What follows belongs to an exercise in optimizing a design on an open flow for small area and a short achievable clock period; a production flow would make more cautious choices. Function was checked by simulation only, so behaviour that the tests miss may differ from the original. No activity file was given, so power comes from the tool's default toggle rates.

### design/flow/config.mk
export PLATFORM = sky130hd
export DESIGN_NAME = tlb_sv32_plru
export DESIGN_NICKNAME = tlb_sv32_plru
export VERILOG_FILES = /design/flow/design.v
export SDC_FILE = /design/flow/constraint.sdc
export NUM_CORES = 4
export LEC_CHECK = 0
export CAP_MARGIN = 20
export CORE_MARGIN = 2
export CORE_UTILIZATION = 40
export SETUP_SLACK_MARGIN = 2.0
export SLEW_MARGIN = 20
export SYNTH_HIERARCHICAL = 1
### design/flow/constraint.sdc
create_clock -name core_clock -period 8.5 [get_ports {clk_i}]
set_input_delay 1.7000 -clock core_clock [delete_from_list [all_inputs] [get_ports {clk_i}]]
set_output_delay 1.7000 -clock core_clock [all_outputs]
set_load 0.01 [all_outputs]
### design/flow/design.v
module tlb_sv32_plru #(
  parameter int unsigned TLB_ENTRIES = 16,
  parameter int unsigned ASID_WIDTH  = 9
) (
  input  logic                  clk_i,
  input  logic                  rst_i,
  input  logic                  flush_i,
  input  logic [ASID_WIDTH-1:0] asid_to_be_flushed_i,
  input  logic [31:0]           vaddr_to_be_flushed_i,
  input  logic                  update_valid_i,
  input  logic                  update_is_4M_i,
  input  logic                  update_global_i,
  input  logic [19:0]           update_vpn_i,
  input  logic [ASID_WIDTH-1:0] update_asid_i,
  input  logic [31:0]           update_content_i,
  input  logic                  lu_access_i,
  input  logic [ASID_WIDTH-1:0] lu_asid_i,
  input  logic [31:0]           lu_vaddr_i,
  output logic                  lu_hit_o,
  output logic                  lu_is_4M_o,
  output logic [31:0]           lu_content_o,
  output logic [31:0]           hit_count_o,
  output logic [31:0]           miss_count_o,
  output logic                  full_o
);
  localparam int unsigned N     = TLB_ENTRIES;
  localparam int unsigned IDX_W = (N > 1) ? $clog2(N) : 1;
  localparam int unsigned NODES = N - 1;
  function automatic logic [N-1:0] lowest_oh(input logic [N-1:0] v);
    logic [N-1:0] r;
    logic         seen;
    seen = 1'b0;
    for (int i = 0; i < int'(N); i++) begin
      r[i] = v[i] & ~seen;
      seen = seen | v[i];
    end
    lowest_oh = r;
  endfunction
  function automatic logic [N-1:0] plru_victim_oh(input logic [NODES-1:0] tree);
    logic [N-1:0] r;
    int unsigned  node;
    logic         on;
    for (int e = 0; e < int'(N); e++) begin
      node = 32'd0;
      on   = 1'b1;
      for (int l = 0; l < int'(IDX_W); l++) begin
        if (e[IDX_W-1-l]) begin
          on   = on & tree[node];
          node = 32'd2 * node + 32'd2;
        end else begin
          on   = on & ~tree[node];
          node = 32'd2 * node + 32'd1;
        end
      end
      r[e] = on;
    end
    plru_victim_oh = r;
  endfunction
  function automatic logic [NODES-1:0] plru_touch_oh(input logic [NODES-1:0] tree,
                                                     input logic [N-1:0]     oh);
    logic [NODES-1:0] t;
    int unsigned      lo, span;
    logic             l_any, r_any;
    t = tree;
    for (int n = 0; n < int'(NODES); n++) begin
      int unsigned lvl, first;
      lvl = 0;
      first = 0;
      for (int l = 0; l < int'(IDX_W); l++) begin
        if (n + 1 >= (1 << (l + 1))) begin
          lvl = l + 1;
        end
      end
      first = (1 << lvl) - 1;
      span  = N >> lvl;
      lo    = (n - first) * span;
      l_any = 1'b0;
      r_any = 1'b0;
      for (int e = 0; e < int'(N); e++) begin
        if (e >= lo && e < lo + span / 2) l_any = l_any | oh[e];
        if (e >= lo + span / 2 && e < lo + span) r_any = r_any | oh[e];
      end
      if (l_any | r_any) t[n] = l_any;
    end
    plru_touch_oh = t;
  endfunction
  logic [N-1:0]          valid_r;
  logic [N-1:0]          is_4m_r;
  logic [N-1:0]          global_r;
  logic [19:0]           vpn_r     [N];
  logic [ASID_WIDTH-1:0] asid_r    [N];
  logic [31:0]           content_r [N];
  logic [NODES-1:0]      plru_r;
  logic [31:0]           hit_count_r;
  logic [31:0]           miss_count_r;
  logic                  full_r;
  localparam int unsigned GS = 4;
  localparam int unsigned NG = N / GS;
  logic [N-1:0]  lu_match_s;
  logic [N-1:0]  lu_lsel_s;
  logic [NG-1:0] lu_gsel_s;
  logic [NG-1:0] lu_ngrp_s;
  logic [N-1:0]  lu_win_s;
  logic          lu_hit_s;
  logic [32:0]   grp_out_s [NG];
  logic [32:0]   lu_out_s;
  for (genvar i = 0; i < int'(N); i++) begin : g_match
    tlb_lu_match #(.ASID_WIDTH(ASID_WIDTH)) u_match (
      .valid_i (valid_r[i]),
      .is_4m_i (is_4m_r[i]),
      .global_i(global_r[i]),
      .vpn_i   (vpn_r[i]),
      .asid_i  (asid_r[i]),
      .vpn_q_i (lu_vaddr_i[31:12]),
      .asid_q_i(lu_asid_i),
      .hit_o   (lu_match_s[i])
    );
  end
  tlb_lu_prio u_prio (
    .access_i(lu_access_i),
    .match_i (lu_match_s),
    .lsel_o  (lu_lsel_s),
    .gsel_o  (lu_gsel_s),
    .ngrp_o  (lu_ngrp_s),
    .win_o   (lu_win_s),
    .hit_o   (lu_hit_s)
  );
  for (genvar g = 0; g < int'(NG); g++) begin : g_gmux
    tlb_lu_mux4 u_gmux (
      .sel_i (lu_lsel_s[g*GS +: GS]),
      .d0_i  ({is_4m_r[g*GS+0], content_r[g*GS+0]}),
      .d1_i  ({is_4m_r[g*GS+1], content_r[g*GS+1]}),
      .d2_i  ({is_4m_r[g*GS+2], content_r[g*GS+2]}),
      .d3_i  ({is_4m_r[g*GS+3], content_r[g*GS+3]}),
      .y_o   (grp_out_s[g])
    );
  end
  tlb_lu_pmux4 u_omux (
    .nhit_i(lu_ngrp_s),
    .d0_i  (grp_out_s[0]),
    .d1_i  (grp_out_s[1]),
    .d2_i  (grp_out_s[2]),
    .d3_i  (grp_out_s[3]),
    .y_o   (lu_out_s)
  );
  logic [31:0] lu_content_s;
  logic        lu_is_4m_s;
  assign lu_content_s = lu_out_s[31:0];
  assign lu_is_4m_s   = lu_out_s[32];
  logic                  upd_en_s;
  logic [9:0]            cmp_hi_s;
  logic [9:0]            cmp_lo_s;
  logic [ASID_WIDTH-1:0] cmp_asid_s;
  logic                  fl_asid0_s;
  logic                  fl_addr0_s;
  logic [N-1:0]          c_addr_s;
  logic [N-1:0]          c_asid_s;
  logic [N-1:0]          dup_s;
  logic [N-1:0]          flush_hit_s;
  logic [N-1:0]          slot_s;
  logic [N-1:0]          valid_next_s;
  logic [NODES-1:0]      plru_next_s;
  assign upd_en_s   = update_valid_i & ~flush_i;
  assign cmp_hi_s   = flush_i ? vaddr_to_be_flushed_i[31:22] : update_vpn_i[19:10];
  assign cmp_lo_s   = flush_i ? vaddr_to_be_flushed_i[21:12] : update_vpn_i[9:0];
  assign cmp_asid_s = flush_i ? asid_to_be_flushed_i : update_asid_i;
  assign fl_asid0_s = (asid_to_be_flushed_i == '0);
  assign fl_addr0_s = (vaddr_to_be_flushed_i == 32'd0);
  always_comb begin
    for (int i = 0; i < int'(N); i++) begin
      c_addr_s[i]    = (vpn_r[i][19:10] == cmp_hi_s) &&
                       (is_4m_r[i] || (vpn_r[i][9:0] == cmp_lo_s));
      c_asid_s[i]    = (asid_r[i] == cmp_asid_s);
      dup_s[i]       = valid_r[i] && (is_4m_r[i] == update_is_4M_i) && c_asid_s[i] &&
                       c_addr_s[i];
      flush_hit_s[i] = (fl_addr0_s || c_addr_s[i]) &&
                       (fl_asid0_s || (!global_r[i] && c_asid_s[i]));
    end
  end
  logic [N-1:0] fallback_s;
  always_comb begin
    if (&valid_r) begin
      fallback_s = plru_victim_oh(plru_r);
    end else begin
      fallback_s = lowest_oh(~valid_r);
    end
    if (|dup_s) begin
      slot_s = lowest_oh(dup_s);
    end else begin
      slot_s = fallback_s;
    end
  end
  always_comb begin
    if (flush_i) begin
      valid_next_s = valid_r & ~flush_hit_s;
    end else if (update_valid_i) begin
      valid_next_s = valid_r | slot_s;
    end else begin
      valid_next_s = valid_r;
    end
    plru_next_s = plru_touch_oh(plru_touch_oh(plru_r, lu_win_s),
                                slot_s & {N{upd_en_s}});
  end
  always_ff @(posedge clk_i or posedge rst_i) begin
    if (rst_i) begin
      valid_r      <= '0;
      plru_r       <= '0;
      hit_count_r  <= 32'd0;
      miss_count_r <= 32'd0;
      full_r       <= 1'b0;
    end else begin
      valid_r <= valid_next_s;
      plru_r  <= plru_next_s;
      full_r  <= &valid_next_s;
      if (lu_hit_s && (hit_count_r != 32'hFFFF_FFFF)) begin
        hit_count_r <= hit_count_r + 32'd1;
      end
      if (lu_access_i && !lu_hit_s && (miss_count_r != 32'hFFFF_FFFF)) begin
        miss_count_r <= miss_count_r + 32'd1;
      end
    end
  end
  always_ff @(posedge clk_i) begin
    for (int i = 0; i < int'(N); i++) begin
      if (upd_en_s && slot_s[i]) begin
        is_4m_r[i]   <= update_is_4M_i;
        global_r[i]  <= update_global_i;
        vpn_r[i]     <= update_vpn_i;
        asid_r[i]    <= update_asid_i;
        content_r[i] <= update_content_i;
      end
    end
  end
  assign lu_hit_o     = lu_hit_s;
  assign lu_is_4M_o   = lu_is_4m_s;
  assign lu_content_o = lu_content_s;
  assign hit_count_o  = hit_count_r;
  assign miss_count_o = miss_count_r;
  assign full_o       = full_r;
endmodule
module tlb_lu_match #(
  parameter int unsigned ASID_WIDTH = 9
) (
  input  logic                  valid_i,
  input  logic                  is_4m_i,
  input  logic                  global_i,
  input  logic [19:0]           vpn_i,
  input  logic [ASID_WIDTH-1:0] asid_i,
  input  logic [19:0]           vpn_q_i,
  input  logic [ASID_WIDTH-1:0] asid_q_i,
  output logic                  hit_o
);
  assign hit_o = valid_i && (vpn_i[19:10] == vpn_q_i[19:10]) &&
                 (is_4m_i || (vpn_i[9:0] == vpn_q_i[9:0])) &&
                 (global_i || (asid_i == asid_q_i));
endmodule
module tlb_lu_prio (
  input  logic        access_i,
  input  logic [15:0] match_i,
  output logic [15:0] lsel_o,
  output logic [3:0]  gsel_o,
  output logic [3:0]  ngrp_o,
  output logic [15:0] win_o,
  output logic        hit_o
);
  logic [3:0] grp;
  always_comb begin
    for (int g = 0; g < 4; g++) begin
      lsel_o[4*g+0] = access_i & match_i[4*g+0];
      lsel_o[4*g+1] = access_i & match_i[4*g+1] & ~match_i[4*g+0];
      lsel_o[4*g+2] = access_i & match_i[4*g+2] & ~match_i[4*g+1] & ~match_i[4*g+0];
      lsel_o[4*g+3] = access_i & match_i[4*g+3] & ~match_i[4*g+2] & ~match_i[4*g+1] &
                      ~match_i[4*g+0];
      grp[g]        = |match_i[4*g +: 4];
      ngrp_o[g]     = ~grp[g];
    end
    gsel_o[0] = access_i & grp[0];
    gsel_o[1] = access_i & grp[1] & ~grp[0];
    gsel_o[2] = access_i & grp[2] & ~grp[1] & ~grp[0];
    gsel_o[3] = access_i & grp[3] & ~grp[2] & ~grp[1] & ~grp[0];
    for (int i = 0; i < 16; i++) begin
      win_o[i] = lsel_o[i] & gsel_o[i / 4];
    end
    hit_o = access_i & (|grp);
  end
endmodule
module tlb_lu_mux4 (
  input  logic [3:0]  sel_i,
  input  logic [32:0] d0_i,
  input  logic [32:0] d1_i,
  input  logic [32:0] d2_i,
  input  logic [32:0] d3_i,
  output logic [32:0] y_o
);
  assign y_o = (d0_i & {33{sel_i[0]}}) | (d1_i & {33{sel_i[1]}}) |
               (d2_i & {33{sel_i[2]}}) | (d3_i & {33{sel_i[3]}});
endmodule
module tlb_lu_pmux4 (
  input  logic [3:0]  nhit_i,
  input  logic [32:0] d0_i,
  input  logic [32:0] d1_i,
  input  logic [32:0] d2_i,
  input  logic [32:0] d3_i,
  output logic [32:0] y_o
);
  logic [32:0] lo, hi;
  assign lo  = d0_i | (d1_i & {33{nhit_i[0]}});
  assign hi  = d2_i | (d3_i & {33{nhit_i[2]}});
  assign y_o = lo | (hi & {33{nhit_i[0] & nhit_i[1]}});
endmodule
### design/flow/flow/run.sh
#!/bin/bash
# Standard ORFS layout with three changes: port buffers are plain buf_2 cells,
# the resizer may swap cells across footprints, and clock tree synthesis uses
# larger sink clusters without dummy loads. Each tool's output goes to a log
# file here.
set -euo pipefail
bash standard.sh \
  "BUFFER_PORTS_ARGS=-buffer_cell sky130_fd_sc_hd__buf_2" \
  MATCH_CELL_FOOTPRINT=0 \
  "CTS_ARGS=-sink_clustering_enable -repair_clock_nets -dont_use_dummy_load -sink_clustering_size 8 -sink_clustering_max_diameter 40 -sink_clustering_buffer sky130_fd_sc_hd__clkbuf_4" \
  finish > make_finish.log 2>&1
cp -r orfs/logs/sky130hd/tlb_sv32_plru/base orfs_logs 2>/dev/null || true
### design/flow/standard.sh
#!/bin/bash
# synth_recipe.tcl (not shown) runs the flow's synth.tcl, then flattens the netlist and writes it again
# the make line also repeats each setting of config.mk as NAME=value (left out here)
make -C /OpenROAD-flow-scripts/flow DESIGN_CONFIG=/design/flow/config.mk WORK_HOME=/design/flow/orfs CLKGATE_MAP_FILE= SYNTH_SCRIPT=/design/flow/synth_recipe.tcl "${@:-finish}"
==> run notes, run 1 <==
clk_skew 102 ps; Critical R2R Launch asid_r[7][5]$_DFFE_PP_; Syn Nets 3799; gr usage total 0.250; critical path startpoint category input port; Clock Path Buffers 3; Register Area 32700 um2; PwrDens 179 nW/um2; layer with the highest usage met2; core area 131000 um2; Leak Pwr 19.9 nW; proportion of layout cells with a drive suffix above 1 0.239; Buffers on Ports 236; Period minus WS final 6540 ps; H-tree Lvls 4; clock latency on the worst-skew pair 770 ps; DR pass1 iterations 5; met2 Use GR 0.392; Routed Antenna Nets 0; initial antenna violation count 12; # Max-Cap Violations 0; # IOs 249; Congestion Overflow GR 0; Worst EP arrival 4840 ps; Overall Power 10.7 mW; Num CTS Buffers 175; CTS tree built; Fin. Hold Viols 0; Final Slew Violations 0; final wirelength 172 mm; height of the die 367 um; Die X 367 um; Die Area 135000 um2; Slew Limit Headroom 0.342; initial core utilization 0.402; first-pass GRT wire length 243 mm; fmax 0.153 GHz; fillers 11692; Clock Tree Root clkbuf_16; RSZ-0062 raised after global routing yes; clk sinks 1104; site row count 133; multi-input logic area 19600 um2; endpoints failing setup 0; drt initial violations 3724; fin nets 4337; # hold bufs at CTS 0; GP Congestion 0.943; vias in the first global route 33578; Worst-path clk slew 90 ps; Post-Syn Instances 3647; CP startpoint lu_vaddr_i[20]; status no timing/DRC/antenna violations; Worst EP required 6800 ps; final period utilization 0.770; cell area after synthesis 52800 um2; TNS Setup 0 ps; routing usage on met3 0.0516; CP Class input port to output port; Synth-to-Final Area Change 13.4%; measured slew at the worst slew-check pin 987 ps; largest net degree at the start of global routing 65; hpwl dp 109 mm; Syn. warnings 15; CP Capture Type output port; met1 Track Usage GR 0.336; min-delay src hit_count_r[18]$_DFFE_PP0P_; Mapped Avg Cell Area 14.5 um2; DRC violation count after routing 0; hold crit path type register to register; ratio of routed vias to standard cells 5.75; via count 34158; worst vdd ir 0.000172 V; Crit Path Max Fanout 10; Routed WL per cell 29.0 um
## stage by stage
step                      setup WS [ps]  instances  hold WS [ps]  area (um2)   util
after floorplan                    1350       3647           516       52900      -
final                              1960       5940           490       59900  0.456
after global routing               1950       5939           504       59900  0.456
after CTS                          1960       5915           497       59500  0.453
after detailed placement           1020       5668           480       56300  0.429
after global placement             1070       5668           475       56300  0.429
## worst max-delay path, cell delays in order
cell     delay, ps
buf_6          160
buf_4          210
xor2_1         170
nor4_1         350
a41oi_1        460
nor4_4         330
buf_4          200
and3b_1        410
a22oi_1        150
nand2_1         90
a21oi_1         60
o21ai_0        200
buf_4          200
buf_2          140
## where the power goes
| part | internal (mW) | switching, mW |
|---|---|---|
| registers | 6.17 | 0.195 |
| logic | 0.468 | 0.844 |
| clock network | 1.21 | 1.81 |
## repair_timing
item,in CTS,in global routing
setup buffers,61,20
cloned,11,3
pin swaps,41,31
resized for setup,190,47
endpoints found under the setup margin,86,308
## state kept, by name, summed over array words and instances (netlist names)
name          cells
miss_count_r     32
plru_r           15
is_4m_r          16
vpn_r           320
hit_count_r      32
asid_r          144
full_r            1
valid_r          16
global_r         16
content_r       512
## worst paths after layout
check                                              end  slack (ps)  cells past startpoint
setup / recovery                            lu_is_4M_o        1960                     14
hold / removal             hit_count_r[18]$_DFFE_PP0P_         490                      1
setup reg to reg           hit_count_r[29]$_DFFE_PP0P_        3840                     17
hold reg to reg            hit_count_r[18]$_DFFE_PP0P_         490                      1
max in group asynchronous        plru_r[0]$_DFFE_PP0P_        6240                      3
min in group asynchronous   hit_count_r[6]$_DFFE_PP0P_        1000                      2
## area by class of cell
| class | instances | share of cell area |
|---|---|---|
| Antenna cell | 2 | 0.0000835 |
| Tap cell | 1755 | 0.0366 |
| Inverter | 33 | 0.00338 |
| Sequential cell | 1104 | 0.545 |
| Multi-Input combinational cell | 2400 | 0.328 |
| Timing Repair Buffer | 469 | 0.0598 |
| Clock buffer | 175 | 0.0269 |
| Timing Repair inverter | 2 | 0.000292 |
## per-layer routing
| metal | share of wire | vias to the layer above |
|---|---|---|
| li1 | - | 14847 |
| met1 | 0.41 | 17396 |
| met2 | 0.46 | 1559 |
| met3 | 0.084 | 342 |
| met4 | 0.045 | 14 |
| met5 | 0.00056 | - |
## cells in the final DEF, fill, tap and decap left out, types with 24 or more instances in the layout
master,count
edfxtp_1,1008
xnor2_1,603
xor2_1,401
nand2_1,219
buf_2,214
buf_4,182
clkbuf_4,168
a22oi_1,144
nor4_1,125
a22oi_2,120
dfrtp_1,96
nand4_1,90
nor2_1,86
a21oi_1,74
nor4_2,56
nor3_1,52
nand3_1,46
buf_12,30
mux2i_4,29
a41oi_2,29
inv_1,25
o21ai_1,24
==> run 2: changes to the inputs <==
--- a/design/flow/flow/run.sh
+++ b/design/flow/flow/run.sh
@@ -7,6 +7,6 @@
 bash standard.sh \
   "BUFFER_PORTS_ARGS=-buffer_cell sky130_fd_sc_hd__buf_2" \
   MATCH_CELL_FOOTPRINT=0 \
-  "CTS_ARGS=-sink_clustering_enable -repair_clock_nets -dont_use_dummy_load -sink_clustering_size 8 -sink_clustering_max_diameter 40 -sink_clustering_buffer sky130_fd_sc_hd__clkbuf_4" \
+  "CTS_ARGS=-sink_clustering_enable -repair_clock_nets -dont_use_dummy_load -sink_clustering_size 14 -sink_clustering_max_diameter 50 -sink_clustering_buffer sky130_fd_sc_hd__clkbuf_8" \
   finish > make_finish.log 2>&1
 cp -r orfs/logs/sky130hd/tlb_sv32_plru/base orfs_logs 2>/dev/null || true
--- a/design/flow/config.mk
+++ b/design/flow/config.mk
@@ -8,6 +8,6 @@
 export CAP_MARGIN = 20
 export CORE_MARGIN = 2
 export CORE_UTILIZATION = 40
-export SETUP_SLACK_MARGIN = 2.0
+export SETUP_SLACK_MARGIN = 2.3
 export SLEW_MARGIN = 20
 export SYNTH_HIERARCHICAL = 1
==> run notes, run 2 <==
DRC violation count after routing 0 (unchanged); diode count 0 (was 2); Die X 367 um (unchanged); cell area after synthesis 52800 um2 (unchanged); site row count 133 (unchanged); Reg2Reg Setup Slack 3020 ps (was 3840 ps); fin nets 4434 (was 4337); CP Class input port to output port (unchanged); via count 34691 (was 34158); final period utilization 0.737 (was 0.770); vias in the first global route 33737 (was 33578); core area 131000 um2 (unchanged); clock latency on the worst-skew pair 720 ps (was 770 ps); Worst EP arrival 4560 ps (was 4840 ps); biggest regs content_r (512), vpn_r (320), asid_r (144) (unchanged); Congestion Overflow GR 0 (unchanged); Worst-path clk slew 70 ps (was 90 ps); initial core utilization 0.402 (unchanged); worst-case reg-to-reg path depth 11 (was 17); ratio of routed vias to standard cells 5.75 (about the same); hold crit path type register to register (unchanged); Syn. warnings 15 (unchanged); fmax 0.160 GHz (was 0.153 GHz); critical path startpoint category input port (unchanged); Largest register FFs 512 (unchanged); Synth-to-Final Area Change 18.7% (was 13.4%); # IOs 249 (unchanged); Clock Path Buffers 3 (unchanged); most frequent cells in the layout edfxtp_1, xnor2_1, xor2_1 (unchanged); status complete, but fails checks (was no timing/DRC/antenna violations); Mapped Avg Cell Area 14.5 um2 (unchanged); first-pass GRT wire length 246 mm (was 243 mm); Top reg by flops content_r (unchanged); Routed Antenna Nets 0 (unchanged); CP startpoint lu_asid_i[7] (was lu_vaddr_i[20]); CTS tree built (unchanged); Buffers on Ports 236 (unchanged); hpwl dp 108 mm (was 109 mm); CP endpoint lu_content_o[15] (was lu_is_4M_o); initial antenna violation count 12 (unchanged); Clock Tree Root clkbuf_16 (unchanged); height of the die 367 um (unchanged); fillers 11498 (was 11692); proportion of layout cells with a drive suffix above 1 0.274 (was 0.239); GP Congestion 0.973 (was 0.943); # Max-Cap Violations 1 (was 0); TNS Setup 0 ps (unchanged); Failing Checks capacitance limit, slew limit; H-tree Lvls 3 (was 4); multi-input logic area 20100 um2 (was 19600 um2); clk_skew 74.8 ps (was 102 ps); measured slew at the worst slew-check pin 2380 ps (was 987 ps); Leak Pwr 21.1 nW (was 19.9 nW); clk sinks 1104 (unchanged); Crit Path Max Fanout 11 (was 10); Num CTS Buffers 120 (was 175); Register Area 32700 um2 (unchanged); largest net degree at the start of global routing 68 (was 65); DR pass1 iterations 6 (was 5); Die Area 135000 um2 (unchanged); Fin. Hold Viols 0 (unchanged); drt initial violations 3779 (was 3724); endpoints failing setup 0 (unchanged); gr usage total 0.252 (was 0.250); Final Slew Violations 4 (was 0); PwrDens 175 nW/um2 (was 179 nW/um2); commonest non-fill, non-tap cell in the layout edfxtp_1 (unchanged); Critical R2R Launch valid_r[3]$_DFF_PP0_ (was asid_r[7][5]$_DFFE_PP_); RSZ-0062 raised after global routing yes (unchanged); final wirelength 177 mm (was 172 mm); Syn Nets 3799 (unchanged); Routed WL per cell 29.3 um (was 29.0 um); Period minus WS final 6260 ps (was 6540 ps); Slew Limit Headroom -0.609 (was 0.342); Worst EP required 6800 ps (about the same); CP Capture Type output port (unchanged); Post-Syn Instances 3647 (unchanged); worst vdd ir 0.000140 V (was 0.000172 V); FF-to-FF End full_r$_DFF_PP0_ (was hit_count_r[29]$_DFFE_PP0P_); placed cells 5666 (was 5668); Non-Filler Instances 6035 (was 5940)
## run 2: power breakdown
part	switching, mW	internal, mW	total (mW)
combinational	0.871	0.548	1.42
sequential	0.192	6.17	6.36
clock	1.82	1.35	3.16
## run 2: final cells by class
| cell class | count | share of cell area |
|---|---|---|
| well taps | 1755 | 0.0350 |
| multi-input cells | 2399 | 0.321 |
| flip-flops and latches | 1104 | 0.521 |
| inverters | 33 | 0.00309 |
| clock buffers | 120 | 0.0280 |
| repair buffers | 624 | 0.0918 |
## run 2: per-stage QoR
stage | utilization | power [mW] | instance area (um2) | worst slack [ps] | hold WS [ps]
after floorplan | - | 7.16 | 53000 | 1410 | 516
after global placement | 0.429 | 7.70 | 56400 | 954 | 477
after detailed placement | 0.429 | 7.72 | 56400 | 922 | 483
after CTS | 0.466 | 10.9 | 61200 | 2250 | 491
after global routing | 0.477 | 11.3 | 62700 | 2180 | 509
final | 0.477 | 10.9 | 62700 | 2240 | 481
## run 2: worst min-delay path by stage
| stage | from | endpoint | slack [ps] | depth (start not counted) |
|---|---|---|---|---|
| final | hit_count_r[23]$_DFFE_PP0P_ | hit_count_r[23]$_DFFE_PP0P_ | 480 | 1 |
| after global routing | hit_count_r[23]$_DFFE_PP0P_ | hit_count_r[23]$_DFFE_PP0P_ | 510 | 1 |
| after CTS | hit_count_r[15]$_DFFE_PP0P_ | hit_count_r[15]$_DFFE_PP0P_ | 490 | 1 |
| after detailed placement | hit_count_r[15]$_DFFE_PP0P_ | hit_count_r[15]$_DFFE_PP0P_ | 480 | 1 |
| after global placement | hit_count_r[20]$_DFFE_PP0P_ | hit_count_r[20]$_DFFE_PP0P_ | 480 | 1 |
| after floorplan | hit_count_r[23]$_DFFE_PP0P_ | hit_count_r[23]$_DFFE_PP0P_ | 520 | 1 |
## run 2: per-layer routing
metal,vias up,global-route usage,wire length [um]
met4,16,0.116,9090
met5,-,0,90
met3,380,0.0522,15300
li1,14962,-,-
met1,17648,0.336,71700
met2,1685,0.396,80300
## run 2: what timing repair did
| item | in CTS | in global routing |
|---|---|---|
| hold buffers | 0 | 0 |
| pin swaps | 89 | 81 |
| resized for setup | 321 | 112 |
| endpoints found under the setup margin | 179 | 188 |
| buffers inserted | 133 | 96 |
| cloned | 13 | 7 |
## run 2: worst max-delay path, stage by stage
cell and delay (ps):
buf_16 140, xor2_1 170, nor4_1 470, a41oi_1 320
nor4_4 450, and3b_4 470, clkbuf_16 270, a22oi_2 60
nand2_1 90, a21oi_2 40, o21ai_2 140, buf_2 190
==> run 3: changes to the inputs <==
--- a/design/flow/config.mk
+++ b/design/flow/config.mk
@@ -8,6 +8,6 @@
 export CAP_MARGIN = 20
 export CORE_MARGIN = 2
 export CORE_UTILIZATION = 40
-export SETUP_SLACK_MARGIN = 2.3
+export SETUP_SLACK_MARGIN = 2.0
 export SLEW_MARGIN = 20
 export SYNTH_HIERARCHICAL = 1
==> run notes, run 3 <==
status no timing/DRC/antenna violations (was complete, but fails checks); via count 33901 (was 34691); CTS tree built (unchanged); # Max-Cap Violations 0 (was 1); Syn. warnings 15 (unchanged); Fin. Hold Viols 0 (unchanged); fin nets 4293 (was 4434); Buffers on Ports 236 (unchanged); DRC violation count after routing 0 (unchanged); design area 60200 um2 (was 62700 um2); Register Area 32700 um2 (unchanged); drt initial violations 3253 (was 3779); Congestion Overflow GR 0 (unchanged); core area 131000 um2 (unchanged); hpwl dp 109 mm (was 108 mm); multi-input logic area 19700 um2 (was 20100 um2); Worst EP arrival 4820 ps (was 4560 ps); most frequent cells in the layout edfxtp_1, xnor2_1, xor2_1 (unchanged); initial antenna violation count 16 (was 12); Syn Nets 3799 (unchanged); layer with the highest usage met2 (unchanged); Overall Power 10.8 mW (was 10.9 mW); CP Capture Type output port (unchanged); CP startpoint lu_vaddr_i[20] (was lu_asid_i[7]); Worst EP required 6800 ps (about the same); GP Congestion 0.943 (was 0.973); clock latency on the worst-skew pair 730 ps (was 720 ps); Crit Path Max Fanout 21 (was 11); largest net degree at the start of global routing 65 (was 68); H-tree Lvls 3 (unchanged); Worst-path clk slew 50 ps (was 70 ps); Slew Limit Headroom 0.342 (was -0.609); Mapped Avg Cell Area 14.5 um2 (unchanged); Final Slew Violations 0 (was 4); Period minus WS final 6520 ps (was 6260 ps); worst vdd ir 0.000132 V (was 0.000140 V); Die X 367 um (unchanged); Die Area 135000 um2 (unchanged); clk_skew 94.8 ps (was 74.8 ps); routing usage on met3 0.0540 (was 0.0522); Top reg by flops content_r (unchanged); Clock Path Buffers 3 (unchanged); commonest non-fill, non-tap cell in the layout edfxtp_1 (unchanged); final period utilization 0.767 (was 0.737); clk sinks 1104 (unchanged); RSZ-0062 raised after global routing yes (unchanged); initial core utilization 0.402 (unchanged); Largest register FFs 512 (unchanged); Synth-to-Final Area Change 13.9% (was 18.7%); hold crit path type register to register (unchanged); critical path startpoint category input port (unchanged); endpoints failing setup 0 (unchanged); biggest regs content_r (512), vpn_r (320), asid_r (144) (unchanged); final wirelength 170 mm (was 177 mm); met2 Use GR 0.390 (was 0.396); cell area after synthesis 52800 um2 (unchanged); Clock Tree Root clkbuf_16 (unchanged); Critical R2R Launch asid_r[7][7]$_DFFE_PP_ (was valid_r[3]$_DFF_PP0_); gr usage total 0.247 (was 0.252); PwrDens 180 nW/um2 (was 175 nW/um2); fillers 11673 (was 11498); first-pass GRT wire length 241 mm (was 246 mm); Leak Pwr 19.9 nW (was 21.1 nW); # IOs 249 (unchanged); min-delay src hit_count_r[18]$_DFFE_PP0P_ (was hit_count_r[23]$_DFFE_PP0P_); fmax 0.153 GHz (was 0.160 GHz); vias in the first global route 33142 (was 33737); Num CTS Buffers 119 (was 120); met1 Track Usage GR 0.331 (was 0.336); fin util 0.458 (was 0.477); site row count 133 (unchanged); placed cell areas 56300 um2 (was 56400 um2); TNS Setup 0 ps (unchanged); measured slew at the worst slew-check pin 978 ps (was 2380 ps); CP Class input port to output port (unchanged); Routed WL per cell 28.8 um (was 29.3 um); Routed Antenna Nets 0 (unchanged); proportion of layout cells with a drive suffix above 1 0.232 (was 0.274); ratio of routed vias to standard cells 5.74 (was 5.75); DR pass1 iterations 7 (was 6); Post-Syn Instances 3647 (unchanged); height of the die 367 um (unchanged)
[run 3: worst paths after layout]
check                                                    to  slack (ps)  cells after the start
min in group asynchronous        hit_count_r[6]$_DFFE_PP0P_        1030                      2
max in group asynchronous             valid_r[10]$_DFF_PP0_        6210                      3
worst min register to register  hit_count_r[18]$_DFFE_PP0P_         480                      1
worst max register to register  hit_count_r[29]$_DFFE_PP0P_        3840                     17
worst max-delay path                       lu_content_o[25]        1980                     13
worst min-delay path            hit_count_r[18]$_DFFE_PP0P_         480                      1
[run 3: critical path: stages]
cell	delay [ps]
buf_4	270
buf_4	260
xor2_1	200
nor4_2	80
a41oi_4	440
nor4_1	120
buf_4	190
nor4_4	260
buf_6	270
buf_12	260
a21oi_1	120
o21ai_1	330
buf_2	220
[run 3: through the flow]
stage	worst slack (ps)	hold WS (ps)	std cells
floorplan	1350	516	3647
detailed placement	1020	480	5668
global placement	1070	475	5668
global route	1930	495	5895
finish	1980	484	5901
CTS	1900	490	5857
[run 3: cell type report]
type | count | area share
Tap cell | 1755 | 0.0365
Multi-Input combinational cell | 2399 | 0.327
Sequential cell | 1104 | 0.543
Inverter | 33 | 0.00300
Clock buffer | 119 | 0.0289
Timing Repair Buffer | 484 | 0.0610
Antenna cell | 7 | 0.000291
[run 3: layer usage]
layer  up-vias  wire, um
met2      1561     77600
met4        18      7790
met5         -       122
met1     17269     70500
li1      14695         -
met3       358     14100
[run 3: power breakdown]
| group | leakage (nW) | switching (mW) | internal, mW |
|---|---|---|---|
| clock network | 0.902 | 1.80 | 1.34 |
| registers | 10.3 | 0.194 | 6.17 |
| logic | 8.66 | 0.845 | 0.477 |
| total | 19.9 | 2.84 | 7.99 |
[run 3: what timing repair did]
item / 4_1_cts / 5_1_grt
endpoints found under the setup margin: 112 / 350
hold buffers: 0 / 0
endpoints found under the hold margin: 0 / 0
pin swaps: 29 / 27
buffers inserted: 61 / 37
gates cloned: 9 / 0
gates resized for setup: 161 / 65
==> run 4: changes to the inputs <==
==> design/flow/flow/run.sh (replaced) <==
#!/bin/bash
# Standard ORFS layout with four changes: port buffers are plain buf_2 cells,
# the resizer may swap cells across footprints, clock tree synthesis uses
# larger sink clusters of clkbuf_8 without dummy loads, and the lookup ports
# are kept together on one edge (flow/io.tcl). Each tool's output goes to a
# log file here.
set -euo pipefail
bash standard.sh \
  "BUFFER_PORTS_ARGS=-buffer_cell sky130_fd_sc_hd__buf_2" \
  MATCH_CELL_FOOTPRINT=0 \
  "CTS_ARGS=-sink_clustering_enable -repair_clock_nets -dont_use_dummy_load -sink_clustering_size 14 -sink_clustering_max_diameter 50 -sink_clustering_buffer sky130_fd_sc_hd__clkbuf_8" \
  "PRE_IO_PLACEMENT_TCL=$PWD/flow/io.tcl" \
  finish > make_finish.log 2>&1
cp -r orfs/logs/sky130hd/tlb_sv32_plru/base orfs_logs 2>/dev/null || true
==> design/flow/flow/io.tcl (new file) <==
# Keep the combinational lookup's ports (its inputs and its outputs) together
# on the bottom edge so that the lookup path does not cross the die.
set lu_pins {}
foreach p [get_ports {lu_vaddr_i[*] lu_asid_i[*] lu_access_i lu_content_o[*] lu_is_4M_o lu_hit_o}] {
  lappend lu_pins [get_full_name $p]
}
set_io_pin_constraint -pin_names $lu_pins -region bottom:*
==> run notes, run 4 <==
Worst Slack Setup Final 2010 ps (was 1980 ps); status no timing/DRC/antenna violations (unchanged); critical path startpoint category input port (unchanged); RSZ-0062 raised after global routing yes (unchanged); final period utilization 0.764 (was 0.767); CP Class input port to output port (unchanged); Overall Power 10.8 mW (about the same); TNS Setup 0 ps (unchanged); Die Area 135000 um2 (unchanged); hpwl dp 109 mm (about the same); Routed Antenna Nets 0 (unchanged); Final Slew Violations 0 (unchanged); Synth-to-Final Area Change 13.6% (was 13.9%); clock latency on the worst-skew pair 730 ps (about the same); gr usage total 0.254 (was 0.247); # IOs 249 (unchanged); Mapped Avg Cell Area 14.5 um2 (unchanged); most frequent cell on the critical path buf_4 (unchanged); crit-path max cell delay 530 ps (was 440 ps); clk sinks 1104 (unchanged); most frequent cells in the layout edfxtp_1, xnor2_1, xor2_1 (unchanged); pre-CTS setup slack 806 ps (was 1020 ps); H-tree Lvls 3 (unchanged); site row count 133 (unchanged); via count 33552 (was 33901); ratio of routed vias to standard cells 5.71 (was 5.74); placed cell areas 56200 um2 (was 56300 um2); Die X 367 um (unchanged); fillers 11668 (was 11673); CP max-delay cell a41oi_2 (was a41oi_4); DRC violation count after routing 0 (unchanged); Slew Limit Headroom 0.299 (was 0.342); Congestion Overflow GR 0 (unchanged); Clock Tree Root clkbuf_16 (unchanged); Largest register FFs 512 (unchanged); Critical R2R Launch vpn_r[11][7]$_DFFE_PP_ (was asid_r[7][7]$_DFFE_PP_); CP startpoint lu_vaddr_i[17] (was lu_vaddr_i[20]); design area 60000 um2 (was 60200 um2); fmax 0.154 GHz (was 0.153 GHz); Worst EP required 6800 ps (about the same); clk_skew 95.9 ps (was 94.8 ps); PwrDens 180 nW/um2 (about the same); Top reg by flops content_r (unchanged); cell area after synthesis 52800 um2 (unchanged); Syn. warnings 15 (unchanged); height of the die 367 um (unchanged); CP top delay family buffers and inverters (unchanged); Clock Path Buffers 3 (unchanged); final wirelength 175 mm (was 170 mm); initial core utilization 0.402 (unchanged); Post-Syn Instances 3647 (unchanged); Bufs and invs on worst path 6 (unchanged); vias in the first global route 33005 (was 33142); endpoints failing setup 0 (unchanged); crit path cell chain buf_4, buf_4, xnor2_1, a41oi_2, nor4_1, buf_4, nor4_4, nand2_8, buf_4, o21ai_1, buf_4, buf_2 (was buf_4, buf_4, xor2_1, nor4_2, a41oi_4, nor4_1, buf_4, nor4_4, buf_6, buf_12, a21oi_1, o21ai_1, buf_2); drt initial violations 3716 (was 3253); Num CTS Buffers 120 (was 119); min-delay src hit_count_r[23]$_DFFE_PP0P_ (was hit_count_r[18]$_DFFE_PP0P_); CP Capture Type output port (unchanged); hold crit path type register to register (unchanged); Crit Path Max Fanout 18 (was 21); Fin. Hold Viols 0 (unchanged); largest net degree at the start of global routing 72 (was 65); Buffers on Ports 236 (unchanged); proportion of layout cells with a drive suffix above 1 0.225 (was 0.232); measured slew at the worst slew-check pin 1030 ps (was 978 ps); DR pass1 iterations 6 (was 7); Leak Pwr 19.7 nW (was 19.9 nW); Worst-path clk slew 60 ps (was 50 ps); CTS tree built (unchanged); biggest regs content_r (512), vpn_r (320), asid_r (144) (unchanged); Period minus WS final 6490 ps (was 6520 ps); Worst EP arrival 4790 ps (was 4820 ps); Syn Nets 3799 (unchanged); core area 131000 um2 (unchanged); fin nets 4256 (was 4293); first-pass GRT wire length 244 mm (was 241 mm); Routed WL per cell 29.9 um (was 28.8 um); worst vdd ir 0.000148 V (was 0.000132 V); GP Congestion 0.984 (was 0.943); # Max-Cap Violations 0 (unchanged); commonest non-fill, non-tap cell in the layout edfxtp_1 (unchanged); initial antenna violation count 21 (was 16)
-- run 4: final cells by class --
class                      count  area, um2  area share
clock buffer                 120       1750      0.0292
timing repair buffer         447       3530      0.0589
inverter                      33        159     0.00265
tap                         1755       2200      0.0366
antenna                       14       35.0    0.000584
multi-input combinational   2398      19700       0.328
sequential                  1104      32700       0.544
-- run 4: path summary, 6_finish.rpt --
kind                                                     to  slack (ps)  depth (start not counted)
worst max-delay path                             lu_is_4M_o        2010                         12
worst min-delay path            hit_count_r[23]$_DFFE_PP0P_         480                          1
worst max register to register  hit_count_r[29]$_DFFE_PP0P_        3440                         15
worst min register to register  hit_count_r[23]$_DFFE_PP0P_         480                          1
max in group asynchronous             valid_r[10]$_DFF_PP0_        6190                          3
min in group asynchronous       hit_count_r[11]$_DFFE_PP0P_         970                          2
-- run 4: where the power goes --
group / internal (mW) / switching (mW) / total, mW
clock: 1.35 / 1.80 / 3.15
combinational: 0.468 / 0.848 / 1.32
sequential: 6.17 / 0.194 / 6.37
total: 7.99 / 2.84 / 10.8
-- run 4: timing repair --
item                       CTS  global route
pin swaps                   36            33
setup buffers               54            30
hold buffers                 0             0
hold endpoints to repair     0             0
cloned                       6             3
resized for setup          173            64
setup endpoints to repair  140           122
-- run 4: worst reg2reg max path: cells and delay by family (launching register included) --
kind | cells | cell delay, ps
buffers and inverters | 1 | 250
xor gates and xnor gates | 2 | 290
AOI/OAI and AO/OA | 3 | 1680
and+or+nand+nor | 9 | 2290
DFF | 1 | 430
-- run 4: stage by stage --
stage	cells	utilization	hold slack, ps
after global placement	5642	0.428	473
after global routing	5870	0.457	506
after CTS	5823	0.452	491
after detailed placement	5643	0.428	481
final	5871	0.457	483
after floorplan	3647	-	516
-- run 4: routing by layer --
layer	track usage	vias up	routed length, um
met2	0.409	1476	82800
met4	0.141	8	10400
met5	0	-	55
met1	0.319	17079	68900
li1	-	14617	-
met3	0.0525	372	13300
==> run 5: changes to the inputs <==
--- a/design/flow/config.mk
+++ b/design/flow/config.mk
@@ -8,6 +8,7 @@
 export CAP_MARGIN = 20
 export CORE_MARGIN = 2
 export CORE_UTILIZATION = 40
-export SETUP_SLACK_MARGIN = 2.0
+export GPL_TIMING_DRIVEN = 0
+export SETUP_SLACK_MARGIN = 1.9
 export SLEW_MARGIN = 20
 export SYNTH_HIERARCHICAL = 1
==> run notes, run 5 <==
ratio of routed vias to standard cells 5.59 (was 5.71); Syn Nets 3799 (unchanged); Slew Limit Headroom 0.235 (was 0.299); Top reg by flops content_r (unchanged); final period utilization 0.785 (was 0.764); CP Class input port to output port (unchanged); Congestion Overflow GR 0 (unchanged); Post-Syn Instances 3647 (unchanged); hpwl dp 115 mm (was 109 mm); Worst EP arrival 4970 ps (was 4790 ps); multi-input logic area 19400 um2 (was 19700 um2); endpoints failing setup 0 (unchanged); min-delay src hit_count_r[8]$_DFFE_PP0P_ (was hit_count_r[23]$_DFFE_PP0P_); Routed WL per cell 28.3 um (was 29.9 um); first-pass GRT wire length 235 mm (was 244 mm); Reg2Reg Setup Slack 3650 ps (was 3440 ps); Logic pwr share 0.120 (was 0.122); hold crit path type register to register (unchanged); Worst EP required 6800 ps (about the same); Seq pwr share 0.588 (about the same); Synth-to-Final Area Change 13.2% (was 13.6%); Sw Ratio 0.262 (about the same); largest net degree at the start of global routing 71 (was 72); RSZ-0062 raised after global routing yes (unchanged); Die X 367 um (unchanged); Die Area 135000 um2 (unchanged); clk_skew 65.2 ps (was 95.9 ps); initial antenna violation count 21 (unchanged); Clock Tree Root clkbuf_16 (unchanged); drt initial violations 3343 (was 3716); height of the die 367 um (unchanged); measured slew at the worst slew-check pin 1130 ps (was 1030 ps); CTS tree built (unchanged); DRC violation count after routing 0 (unchanged); Largest register FFs 512 (unchanged); Internal Pwr Total 7.99 mW (about the same); Fin. Hold Viols 0 (unchanged); worst vdd ir 0.000148 V (about the same); status no timing/DRC/antenna violations (unchanged); Register Area 32700 um2 (unchanged); GP Congestion 0.972 (was 0.984); fmax 0.150 GHz (was 0.154 GHz); biggest regs content_r (512), vpn_r (320), asid_r (144) (unchanged); CP startpoint lu_vaddr_i[17] (unchanged); final wirelength 165 mm (was 175 mm); fillers 11594 (was 11668); # Max-Cap Violations 0 (unchanged); clock latency on the worst-skew pair 720 ps (was 730 ps); CP Capture Type output port (unchanged); Buffers on Ports 235 (was 236); commonest non-fill, non-tap cell in the layout edfxtp_1 (unchanged); # IOs 249 (unchanged); fin nets 4216 (was 4256); Num CTS Buffers 120 (unchanged); Final Slew Violations 0 (unchanged); Net Switching 2.83 mW (was 2.84 mW); vias in the first global route 32599 (was 33005); site row count 133 (unchanged); placed cells 5686 (was 5643); Routed Antenna Nets 0 (unchanged); Leak Pwr 19.6 nW (was 19.7 nW); critical path startpoint category input port (unchanged); most frequent cells in the layout edfxtp_1, xnor2_1, xor2_1 (unchanged); via count 32585 (was 33552); Mapped Avg Cell Area 14.5 um2 (unchanged); H-tree Lvls 3 (unchanged); Overall Power 10.8 mW (about the same); cell area after synthesis 52800 um2 (unchanged); initial core utilization 0.402 (unchanged); Clock Path Buffers 3 (unchanged); Syn. warnings 15 (unchanged); Period minus WS final 6670 ps (was 6490 ps); # hold bufs at CTS 0 (unchanged); gr usage total 0.241 (was 0.254); core area 131000 um2 (unchanged); Non-Filler Instances 5830 (was 5871); PwrDens 181 nW/um2 (was 180 nW/um2); Worst-path clk slew 50 ps (was 60 ps); clk sinks 1104 (unchanged); proportion of layout cells with a drive suffix above 1 0.204 (was 0.225); clock share of power 0.292 (was 0.291); DR pass1 iterations 5 (was 6); Crit Path Max Fanout 16 (was 18); Critical R2R Launch vpn_r[7][4]$_DFFE_PP_ (was vpn_r[11][7]$_DFFE_PP_)
==> run 5: power by group through the flow <==
stage          clock (mW)  sequential [mW]  combinational [mW]
2_1_floorplan           0             6.43               0.722
4_1_cts              3.22             6.35                1.29
3_5_place_dp            0             6.47                1.27
6_report             3.16             6.36                1.30
3_3_place_gp            0             6.49                1.20
5_1_grt              3.40             6.38                1.39
==> run 5: path summary, 6_finish.rpt <==
path                                               end  cells past startpoint
max                                   lu_content_o[17]                     12
min                         hit_count_r[8]$_DFFE_PP0P_                      1
max reg2reg                hit_count_r[29]$_DFFE_PP0P_                     17
min reg2reg                 hit_count_r[8]$_DFFE_PP0P_                      1
max in group asynchronous        valid_r[14]$_DFF_PP0_                      3
min in group asynchronous  hit_count_r[22]$_DFFE_PP0P_                      2
==> run 5: what timing repair did <==
| item | in CTS | in global routing |
|---|---|---|
| gates cloned | 0 | 0 |
| pin swaps | 12 | 11 |
| buffers inserted | 4 | 7 |
| resized for setup | 109 | 21 |
| setup endpoints to repair | 69 | 31 |
==> run 5: per-layer routing <==
| metal | global-route usage | part of all wire | up-vias |
|---|---|---|---|
| met4 | 0.113 | 0.052 | 8 |
| li1 | - | - | 14520 |
| met5 | 0 | 0.00029 | - |
| met3 | 0.0430 | 0.067 | 355 |
| met1 | 0.311 | 0.41 | 16470 |
| met2 | 0.392 | 0.47 | 1232 |
==> run 5: per-stage QoR <==
step	worst slack (ps)	util	setup TNS, ps	hold WS [ps]	instance area, um2
after floorplan	1350	-	0	516	52900
after global placement	-2590	0.428	-550020	476	56200
after detailed placement	852	0.437	0	478	57300
after CTS	1860	0.454	0	491	59600
after global routing	1890	0.455	0	508	59800
final	1830	0.455	0	487	59800
==> run 5: cell type report <==
| type | instances | share of cell area |
|---|---|---|
| buffer | 117 | 0.0229 |
| multi-input combinational | 2393 | 0.324 |
| clock buffer | 120 | 0.0293 |
| sequential | 1104 | 0.546 |
| timing repair buffer | 295 | 0.0381 |
| inverter | 33 | 0.00228 |
| tap | 1755 | 0.0367 |
| antenna | 13 | 0.000544 |
==> run 5: critical path, cell delays in order <==
cell,delay [ps]
clkbuf_4,430
xnor2_1,200
a41oi_4,470
nor4_4,100
buf_4,190
buf_12,130
nor4_4,360
buf_6,260
nand2_4,200
buf_6,230
o21ai_2,430
buf_2,220
==> run 6: changes to the inputs <==
--- a/design/flow/config.mk
+++ b/design/flow/config.mk
@@ -9,6 +9,6 @@
 export CORE_MARGIN = 2
 export CORE_UTILIZATION = 40
 export GPL_TIMING_DRIVEN = 0
-export SETUP_SLACK_MARGIN = 1.9
+export SETUP_SLACK_MARGIN = 2.2
 export SLEW_MARGIN = 20
 export SYNTH_HIERARCHICAL = 1
==> run notes, run 6 <==
PwrDens 177 nW/um2 (was 181 nW/um2); Die X 367 um (unchanged); # Max-Cap Violations 0 (unchanged); initial core utilization 0.402 (unchanged); Worst-path clk slew 70 ps (was 50 ps); commonest non-fill, non-tap cell in the layout edfxtp_1 (unchanged); Post-Syn Instances 3647 (unchanged); Worst EP arrival 4640 ps (was 4970 ps); Net Switching 2.85 mW (was 2.83 mW); Largest register FFs 512 (unchanged); H-tree Lvls 3 (unchanged); largest net degree at the start of global routing 73 (was 71); Routed Antenna Nets 0 (unchanged); Clock Path Buffers 3 (unchanged); Sw Ratio 0.262 (about the same); measured slew at the worst slew-check pin 1080 ps (was 1130 ps); Internal Pwr Total 8.01 mW (was 7.99 mW); core area 131000 um2 (unchanged); clk sinks 1104 (unchanged); clock share of power 0.289 (was 0.292); Worst EP required 6800 ps (about the same); design area 61200 um2 (was 59800 um2); hpwl dp 116 mm (was 115 mm); Slew Limit Headroom 0.272 (was 0.235); clock latency on the worst-skew pair 710 ps (was 720 ps); Overall Power 10.9 mW (was 10.8 mW); RSZ-0062 raised after global routing yes (unchanged); Die Area 135000 um2 (unchanged); endpoints failing setup 0 (unchanged); height of the die 367 um (unchanged); ratio of routed vias to standard cells 5.64 (was 5.59); Crit Path Max Fanout 16 (unchanged); Clock Tree Root clkbuf_16 (unchanged); pre-CTS setup slack 702 ps (was 852 ps); CTS tree built (unchanged); most frequent cells in the layout edfxtp_1, xnor2_1, xor2_1 (unchanged); hold crit path type register to register (unchanged); clk_skew 103 ps (was 65.2 ps); worst vdd ir 0.000157 V (was 0.000148 V); Mapped Avg Cell Area 14.5 um2 (unchanged); final wirelength 167 mm (was 165 mm); Fin. Hold Viols 0 (unchanged); Top reg by flops content_r (unchanged); final period utilization 0.746 (was 0.785); critical path startpoint category input port (unchanged); Worst Slack Setup Final 2160 ps (was 1830 ps); fin nets 4250 (was 4216); # hold bufs at CTS 0 (unchanged); Num CTS Buffers 119 (was 120); Synth-to-Final Area Change 15.9% (was 13.2%); first-pass GRT wire length 236 mm (was 235 mm); Non-Filler Instances 5857 (was 5830); GP Congestion 0.964 (was 0.972); site row count 133 (unchanged); Buffers on Ports 235 (unchanged); fmax 0.158 GHz (was 0.150 GHz); Final Slew Violations 0 (unchanged); Period minus WS final 6340 ps (was 6670 ps); initial antenna violation count 17 (was 21); placed cells 5690 (was 5686); CP Class input port to output port (unchanged); CP Capture Type output port (unchanged); Syn Nets 3799 (unchanged); DRC violation count after routing 0 (unchanged); drt initial violations 3308 (was 3343); Leak Pwr 20.1 nW (was 19.6 nW); Congestion Overflow GR 0 (unchanged); biggest regs content_r (512), vpn_r (320), asid_r (144) (unchanged); Syn. warnings 15 (unchanged); Logic pwr share 0.124 (was 0.120); placed cell areas 57400 um2 (was 57300 um2); proportion of layout cells with a drive suffix above 1 0.236 (was 0.204); vias in the first global route 32744 (was 32599); status no timing/DRC/antenna violations (unchanged); Routed WL per cell 28.5 um (was 28.3 um); Seq pwr share 0.586 (was 0.588); cell area after synthesis 52800 um2 (unchanged); # IOs 249 (unchanged); DR pass1 iterations 5 (unchanged); gr usage total 0.242 (was 0.241); via count 33038 (was 32585)
==> run 6: worst paths after layout <==
check	cells past startpoint	startpoint	to	slack, ps
min in group asynchronous	2	rst_i	hit_count_r[11]$_DFFE_PP0P_	970
max reg2reg	11	valid_r[3]$_DFF_PP0_	full_r$_DFF_PP0_	3810
min	1	hit_count_r[31]$_DFFE_PP0P_	hit_count_r[31]$_DFFE_PP0P_	490
max	13	lu_asid_i[7]	lu_content_o[20]	2160
max in group asynchronous	3	rst_i	miss_count_r[3]$_DFFE_PP0P_	6820
min reg2reg	1	hit_count_r[31]$_DFFE_PP0P_	hit_count_r[31]$_DFFE_PP0P_	490
==> run 6: through the flow <==
stage | TNS, ps | util | hold slack [ps]
6_report | 0 | 0.466 | 488
5_1_grt | 0 | 0.466 | 509
4_1_cts | 0 | 0.462 | 492
3_5_place_dp | 0 | 0.437 | 478
3_3_place_gp | -424660 | 0.429 | 474
2_1_floorplan | 0 | - | 516
==> run 6: timing repair <==
item	4_1_cts	5_1_grt
endpoints found under the setup margin	77	43
buffers inserted	31	5
gates resized for setup	244	83
pin swaps	44	42
gates cloned	3	3
==> run 6: metal layers <==
| metal | vias up | part of all wire | track usage |
|---|---|---|---|
| li1 | 14584 | - | - |
| met3 | 343 | 0.068 | 0.0442 |
| met1 | 16806 | 0.41 | 0.312 |
| met5 | - | 0.00028 | 0 |
| met4 | 8 | 0.049 | 0.107 |
| met2 | 1297 | 0.48 | 0.398 |
==> run 6: final cells by class <==
type	instances	area [um2]
flip-flops and latches	1104	32700
clock buffers	119	1740
multi-input cells	2393	20000
fillers	11589	70100
inverters	33	136
diodes	6	15.0
repair buffers	330	2940
plain buffers	117	1490
well taps	1755	2200
==> run 6: critical path, stage by stage <==
cell and delay, ps:
buf_8 170, xor2_1 190, nor4_1 480, a41oi_1 280, nor4_4 430, and3_4 280, buf_6 180, buf_8 180
a22oi_2 60, nand2_1 100, a21oi_2 60, o21ai_4 320, buf_6 160
==> run 6: power groups by stage <==
stage / sequential, mW / clock (mW) / combinational, mW
finish: 6.36 / 3.14 / 1.35
global route: 6.38 / 3.39 / 1.43
CTS: 6.36 / 3.20 / 1.32
floorplan: 6.43 / 0 / 0.725
global placement: 6.50 / 0 / 1.21
detailed placement: 6.47 / 0 / 1.28
==> run 7: changes to the inputs <==
--- a/design/flow/config.mk
+++ b/design/flow/config.mk
@@ -9,6 +9,6 @@
 export CORE_MARGIN = 2
 export CORE_UTILIZATION = 40
 export GPL_TIMING_DRIVEN = 0
-export SETUP_SLACK_MARGIN = 2.2
+export SETUP_SLACK_MARGIN = 2.0
 export SLEW_MARGIN = 20
 export SYNTH_HIERARCHICAL = 1
==> run notes, run 7 <==
most frequent cell on the critical path buf_6; Post-Syn Instances 3647 (unchanged); endpoints failing setup 0 (unchanged); Leak Pwr 19.7 nW (was 20.1 nW); Reg2Reg Setup Slack 3690 ps (was 3810 ps); # IOs 249 (unchanged); hold crit path type register to register (unchanged); fmax 0.154 GHz (was 0.158 GHz); clk_skew 66.9 ps (was 103 ps); RSZ-0062 raised after global routing yes (unchanged); height of the die 367 um (unchanged); Syn. warnings 15 (unchanged); final period utilization 0.765 (was 0.746); Hold WS 487 ps (was 488 ps); Worst-path clk slew 50 ps (was 70 ps); # Max-Cap Violations 0 (unchanged); DR pass1 iterations 5 (unchanged); CP endpoint lu_content_o[25] (was lu_content_o[20]); final wirelength 165 mm (was 167 mm); Die Area 135000 um2 (unchanged); H-tree Lvls 3 (unchanged); initial core utilization 0.402 (unchanged); most frequent cells in the layout edfxtp_1, xnor2_1, xor2_1 (unchanged); Routed Antenna Nets 0 (unchanged); ratio of routed vias to standard cells 5.59 (was 5.64); Internal Pwr Total 7.99 mW (was 8.01 mW); CP Capture Type output port (unchanged); CTS tree built (unchanged); Worst EP arrival 4800 ps (was 4640 ps); worst vdd ir 0.000148 V (was 0.000157 V); Critical R2R Launch vpn_r[7][6]$_DFFE_PP_ (was valid_r[3]$_DFF_PP0_); fillers 11556 (was 11589); pre-CTS setup slack 852 ps (was 702 ps); Crit Path Max Fanout 16 (unchanged); CP max-delay cell nor4_1 (unchanged); CP Class input port to output port (unchanged); Largest register FFs 512 (unchanged); crit-path max cell delay 490 ps (was 480 ps); GP Congestion 0.972 (was 0.964); biggest regs content_r (512), vpn_r (320), asid_r (144) (unchanged); clk sinks 1104 (unchanged); fin nets 4219 (was 4250); Worst EP required 6800 ps (about the same); status no timing/DRC/antenna violations (unchanged); cell area after synthesis 52800 um2 (unchanged); Period minus WS final 6500 ps (was 6340 ps); gr usage total 0.241 (was 0.242); CP startpoint lu_vaddr_i[18] (was lu_asid_i[7]); worst-case reg-to-reg path depth 17 (was 11); drt initial violations 3403 (was 3308); Logic pwr share 0.121 (was 0.124); Congestion Overflow GR 0 (unchanged); Die X 367 um (unchanged); Routed WL per cell 28.4 um (was 28.5 um); Worst Slack Setup Final 2000 ps (was 2160 ps); first-pass GRT wire length 235 mm (was 236 mm); Net Switching 2.83 mW (was 2.85 mW); Top reg by flops content_r (unchanged); Mapped Avg Cell Area 14.5 um2 (unchanged); Clock Path Buffers 3 (unchanged); # hold bufs at CTS 0 (unchanged); site row count 133 (unchanged); Sw Ratio 0.261 (was 0.262); Fin. Hold Viols 0 (unchanged); clock share of power 0.291 (was 0.289); Seq pwr share 0.588 (was 0.586); fin util 0.457 (was 0.466); commonest non-fill, non-tap cell in the layout edfxtp_1 (unchanged); largest net degree at the start of global routing 71 (was 73); Hold Path Depth 1 (unchanged); initial antenna violation count 18 (was 17); crit path cell chain buf_6, xor2_1, nor4_1, a41oi_2, nor4_4, and3_1, buf_6, buf_6, a22oi_2, nand2_1, a21oi_1, o21ai_1, buf_2 (was buf_8, xor2_1, nor4_1, a41oi_1, nor4_4, and3_4, buf_6, buf_8, a22oi_2, nand2_1, a21oi_2, o21ai_4, buf_6); Syn Nets 3799 (unchanged); FF-to-FF End hit_count_r[29]$_DFFE_PP0P_ (was full_r$_DFF_PP0_); Clock Tree Root clkbuf_16 (unchanged); Final Slew Violations 0 (unchanged); proportion of layout cells with a drive suffix above 1 0.208 (was 0.236); via count 32605 (was 33038); core area 131000 um2 (unchanged); DRC violation count after routing 0 (unchanged); Buffers on Ports 235 (unchanged); clock latency on the worst-skew pair 720 ps (was 710 ps); vias in the first global route 32662 (was 32744); PwrDens 180 nW/um2 (was 177 nW/um2); hpwl dp 115 mm (was 116 mm); measured slew at the worst slew-check pin 1150 ps (was 1080 ps); critical path startpoint category input port (unchanged); Num CTS Buffers 120 (was 119); Synth-to-Final Area Change 13.7% (was 15.9%); Slew Limit Headroom 0.223 (was 0.272)
## run 7: layout make-up
cell class	count	area [um2]	share of cell area
inverter	33	136	0.00227
tap	1755	2200	0.0366
sequential	1104	32700	0.544
multi-input combinational	2393	19500	0.324
clock buffer	120	1750	0.0292
buffer	117	1390	0.0231
antenna	10	25.0	0.000417
timing repair buffer	298	2400	0.0400
## run 7: worst max-delay path, delay by kind of cell
kind	cells	cell delay [ps]
buf+inv	4	820
compound gates	4	830
xor+xnor	1	190
simple gates	4	1220
## run 7: stage by stage
step	instance area [um2]	instances	setup TNS, ps	power (mW)
global placement	56200	5637	-550020	7.70
floorplan	52900	3647	0	7.15
detailed placement	57300	5686	0	7.74
CTS	59700	5811	0	10.9
global route	60000	5827	0	11.2
finish	60100	5830	0	10.8
## run 7: worst min path at each step
stage                                start                           to  slack, ps
6_report        hit_count_r[8]$_DFFE_PP0P_   hit_count_r[8]$_DFFE_PP0P_        490
5_1_grt        miss_count_r[9]$_DFFE_PP0P_  miss_count_r[9]$_DFFE_PP0P_        510
2_1_floorplan  hit_count_r[23]$_DFFE_PP0P_  hit_count_r[23]$_DFFE_PP0P_        520
3_3_place_gp   hit_count_r[31]$_DFFE_PP0P_  hit_count_r[31]$_DFFE_PP0P_        480
4_1_cts        hit_count_r[23]$_DFFE_PP0P_  hit_count_r[23]$_DFFE_PP0P_        490
3_5_place_dp   hit_count_r[23]$_DFFE_PP0P_  hit_count_r[23]$_DFFE_PP0P_        480
## run 7: layer usage
metal / routed length (um) / share of wire / global-route usage
met5: 46 / 0.00028 / 0
met1: 67600 / 0.41 / 0.311
met4: 8460 / 0.051 / 0.114
met2: 78200 / 0.47 / 0.392
met3: 11000 / 0.067 / 0.0434
## run 7: what timing repair did
item                       CTS  global route
gates cloned                 0             1
pin swaps                   10            20
setup buffers                5             8
resized for setup          128            51
setup endpoints to repair   78            50
## run 7: power by group through the flow
stage / registers (mW) / clock network, mW / logic (mW)
global placement: 6.49 / 0 / 1.20
global route: 6.38 / 3.40 / 1.39
finish: 6.36 / 3.15 / 1.31
detailed placement: 6.47 / 0 / 1.27
floorplan: 6.43 / 0 / 0.722
CTS: 6.35 / 3.22 / 1.30
==> run 8: changes to the inputs <==
--- a/design/flow/flow/run.sh
+++ b/design/flow/flow/run.sh
@@ -8,7 +8,7 @@
 bash standard.sh \
   "BUFFER_PORTS_ARGS=-buffer_cell sky130_fd_sc_hd__buf_2" \
   MATCH_CELL_FOOTPRINT=0 \
-  "CTS_ARGS=-sink_clustering_enable -repair_clock_nets -dont_use_dummy_load -sink_clustering_size 14 -sink_clustering_max_diameter 50 -sink_clustering_buffer sky130_fd_sc_hd__clkbuf_8" \
+  "CTS_ARGS=-sink_clustering_enable -repair_clock_nets -dont_use_dummy_load -sink_clustering_size 17 -sink_clustering_max_diameter 50 -sink_clustering_buffer sky130_fd_sc_hd__clkbuf_8" \
   "PRE_IO_PLACEMENT_TCL=$PWD/flow/io.tcl" \
   finish > make_finish.log 2>&1
 cp -r orfs/logs/sky130hd/tlb_sv32_plru/base orfs_logs 2>/dev/null || true
==> run notes, run 8 <==
status no timing/DRC/antenna violations (unchanged); site row count 133 (unchanged); Reg2Reg Setup Slack 3730 ps (was 3690 ps); Worst-path clk slew 50 ps (about the same); first-pass GRT wire length 235 mm (about the same); commonest non-fill, non-tap cell in the layout edfxtp_1 (unchanged); GP Congestion 0.972 (unchanged); final wirelength 165 mm (about the same); height of the die 367 um (unchanged); # IOs 249 (unchanged); Die Area 135000 um2 (unchanged); proportion of layout cells with a drive suffix above 1 0.207 (was 0.208); initial antenna violation count 19 (was 18); most frequent cells in the layout edfxtp_1, xnor2_1, xor2_1 (unchanged); hpwl dp 115 mm (unchanged); hold endpoint hit_count_r[8]$_DFFE_PP0P_ (unchanged); Syn. warnings 15 (unchanged); Final Slew Violations 0 (unchanged); Overall Power 10.8 mW (about the same); CP startpoint lu_vaddr_i[14] (was lu_vaddr_i[18]); Routed WL per cell 28.3 um (was 28.4 um); Critical R2R Launch vpn_r[7][6]$_DFFE_PP_ (unchanged); gr usage total 0.241 (about the same); Num CTS Buffers 118 (was 120); Leak Pwr 19.6 nW (was 19.7 nW); pre-CTS setup slack 852 ps (unchanged); Period minus WS final 6500 ps (about the same); Worst EP arrival 4800 ps (about the same); Synth-to-Final Area Change 13.4% (was 13.7%); Die X 367 um (unchanged); Fin. Hold Viols 0 (unchanged); Mapped Avg Cell Area 14.5 um2 (unchanged); CTS tree built (unchanged); Routed Antenna Nets 0 (unchanged); # hold bufs at CTS 0 (unchanged); Clock Tree Root clkbuf_16 (unchanged); Crit Path Max Fanout 16 (unchanged); largest net degree at the start of global routing 71 (unchanged); Buffers on Ports 235 (unchanged); final period utilization 0.764 (was 0.765); Worst EP required 6800 ps (about the same); Worst Slack Setup Final 2000 ps (about the same); via count 32656 (was 32605); vias in the first global route 32752 (was 32662); fmax 0.154 GHz (about the same); Clock Path Buffers 3 (unchanged); biggest regs content_r (512), vpn_r (320), asid_r (144) (unchanged); critical path startpoint category input port (unchanged); drt initial violations 3291 (was 3403); ratio of routed vias to standard cells 5.61 (was 5.59); hold crit path type register to register (unchanged); CP Capture Type output port (unchanged); min-delay src hit_count_r[8]$_DFFE_PP0P_ (unchanged); worst-case reg-to-reg path depth 17 (unchanged); DR pass1 iterations 7 (was 5); CP Class input port to output port (unchanged); clock latency on the worst-skew pair 710 ps (was 720 ps); clk sinks 1104 (unchanged); cell area after synthesis 52800 um2 (unchanged); Slew Limit Headroom 0.195 (was 0.223); # Max-Cap Violations 0 (unchanged); measured slew at the worst slew-check pin 1190 ps (was 1150 ps); fin nets 4216 (was 4219); initial core utilization 0.402 (unchanged); RSZ-0062 raised after global routing yes (unchanged); Syn Nets 3799 (unchanged); H-tree Lvls 3 (unchanged); FF-to-FF End hit_count_r[29]$_DFFE_PP0P_ (unchanged); Largest register FFs 512 (unchanged); Hold Path Depth 1 (unchanged); Post-Syn Instances 3647 (unchanged); core area 131000 um2 (unchanged); Top reg by flops content_r (unchanged); Congestion Overflow GR 0 (unchanged); endpoints failing setup 0 (unchanged); clk_skew 84.0 ps (was 66.9 ps); PwrDens 180 nW/um2 (about the same); worst vdd ir 0.000156 V (was 0.000148 V); Hold WS 487 ps (about the same); DRC violation count after routing 0 (unchanged)
## run 8: worst max-delay path by stage
stage / slack (ps) / to
floorplan: 1350 / asid_r[1][0]$_DFFE_PP_
global placement: -2590 / content_r[1][2]$_DFFE_PP_
detailed placement: 850 / content_r[6][2]$_DFFE_PP_
CTS: 2000 / lu_content_o[13]
global route: 1950 / lu_content_o[18]
finish: 2000 / lu_content_o[20]
## run 8: power breakdown
part           switching, mW  total [mW]  internal [mW]
Sequential             0.191        6.36           6.17
Combinational          0.834        1.31          0.471
Clock                   1.80        3.12           1.33
Total                   2.82        10.8           7.97
## run 8: worst max-delay path, cell delays in order
cell and delay [ps]:
buf_6 240, xor2_1 220, nor4_2 90, a41oi_4 520, nor4_4 70, buf_4 180
buf_4 150, nor4_4 350, buf_6 260, nand2_4 200, buf_6 250, o21ai_4 310
buf_2 200
## run 8: layout make-up
| cell class | count | area (um2) |
|---|---|---|
| Fill cell | 11574 | 71400 |
| Buffer | 117 | 1370 |
| Sequential cell | 1104 | 32700 |
| Timing Repair Buffer | 297 | 2330 |
| Multi-Input combinational cell | 2393 | 19500 |
| Inverter | 33 | 136 |
| Antenna cell | 9 | 22.5 |
| Tap cell | 1755 | 2200 |
| Clock buffer | 118 | 1730 |
## run 8: timing repair
item	4_1_cts	5_1_grt
setup endpoints to repair	79	50
pin swaps	14	20
gates resized for setup	129	37
buffers inserted	9	4
## run 8: stage by stage
| stage | std cells | utilization | cell area (um2) | TNS, ps |
|---|---|---|---|---|
| after floorplan | 3647 | - | 52900 | 0 |
| after global placement | 5637 | 0.428 | 56200 | -550020 |
| after detailed placement | 5686 | 0.437 | 57300 | 0 |
| after CTS | 5813 | 0.455 | 59700 | 0 |
| after global routing | 5825 | 0.456 | 59900 | 0 |
| final | 5826 | 0.456 | 59900 | 0 |
## run 8: per-layer routing
metal / vias to the layer above / track usage / part of all wire
li1: 14531 / - / -
met1: 16480 / 0.310 / 0.40
met2: 1308 / 0.391 / 0.47
met3: 327 / 0.0442 / 0.070
met4: 10 / 0.115 / 0.052
met5: - / 0 / 0.00035

-- separate check: timing with driven ports --
In the flow no input, the clock included, has a driving cell. The finished layouts below were timed again as built, in two steps. Step 1 assumes that a clkbuf_16 drives the clock port and a buf_2 every other input. Step 2, shift: input delay + t, output delay - t, t = (earliest + latest rising clock arrival at the registers) / 2. This alone moves slack from input paths to output paths. Slacks: ideal / step 1 / step 2; pairs: ideal / step 1.
run | t (ns) | slack for setup (ns) | worst hold slack (ns) | worst setup path after step 2 | pins driven straight from the clock port
run 1 | 0.792 | 1.956 / 1.894 / 1.331 | 0.490 / 0.490 / 0.490 | input to register | 1
run 2 | 0.756 | 2.238 / 2.131 / 1.534 | 0.481 / 0.481 / 0.481 | input to register | 1
run 3 | 0.753 | 1.984 / 1.935 / 1.268 | 0.484 / 0.484 / 0.484 | input to register | 1
run 4 | 0.756 | 2.007 / 1.917 / 1.339 | 0.483 / 0.483 / 0.483 | input to register | 1
run 5 | 0.764 | 1.826 / 1.728 / 1.246 | 0.487 / 0.487 / 0.487 | input to register | 1
run 6 | 0.739 | 2.161 / 2.028 / 1.444 | 0.488 / 0.488 / 0.488 | input to register | 1
run 7 | 0.760 | 2.000 / 1.897 / 1.392 | 0.487 / 0.487 / 0.487 | input to register | 1
run 8 | 0.760 | 2.003 / 1.859 / 1.405 | 0.487 / 0.487 / 0.487 | input to register | 1
The setup slack of run 6, which loses most, moves by -0.133 ns with the drivers and by -0.717 ns with both steps.
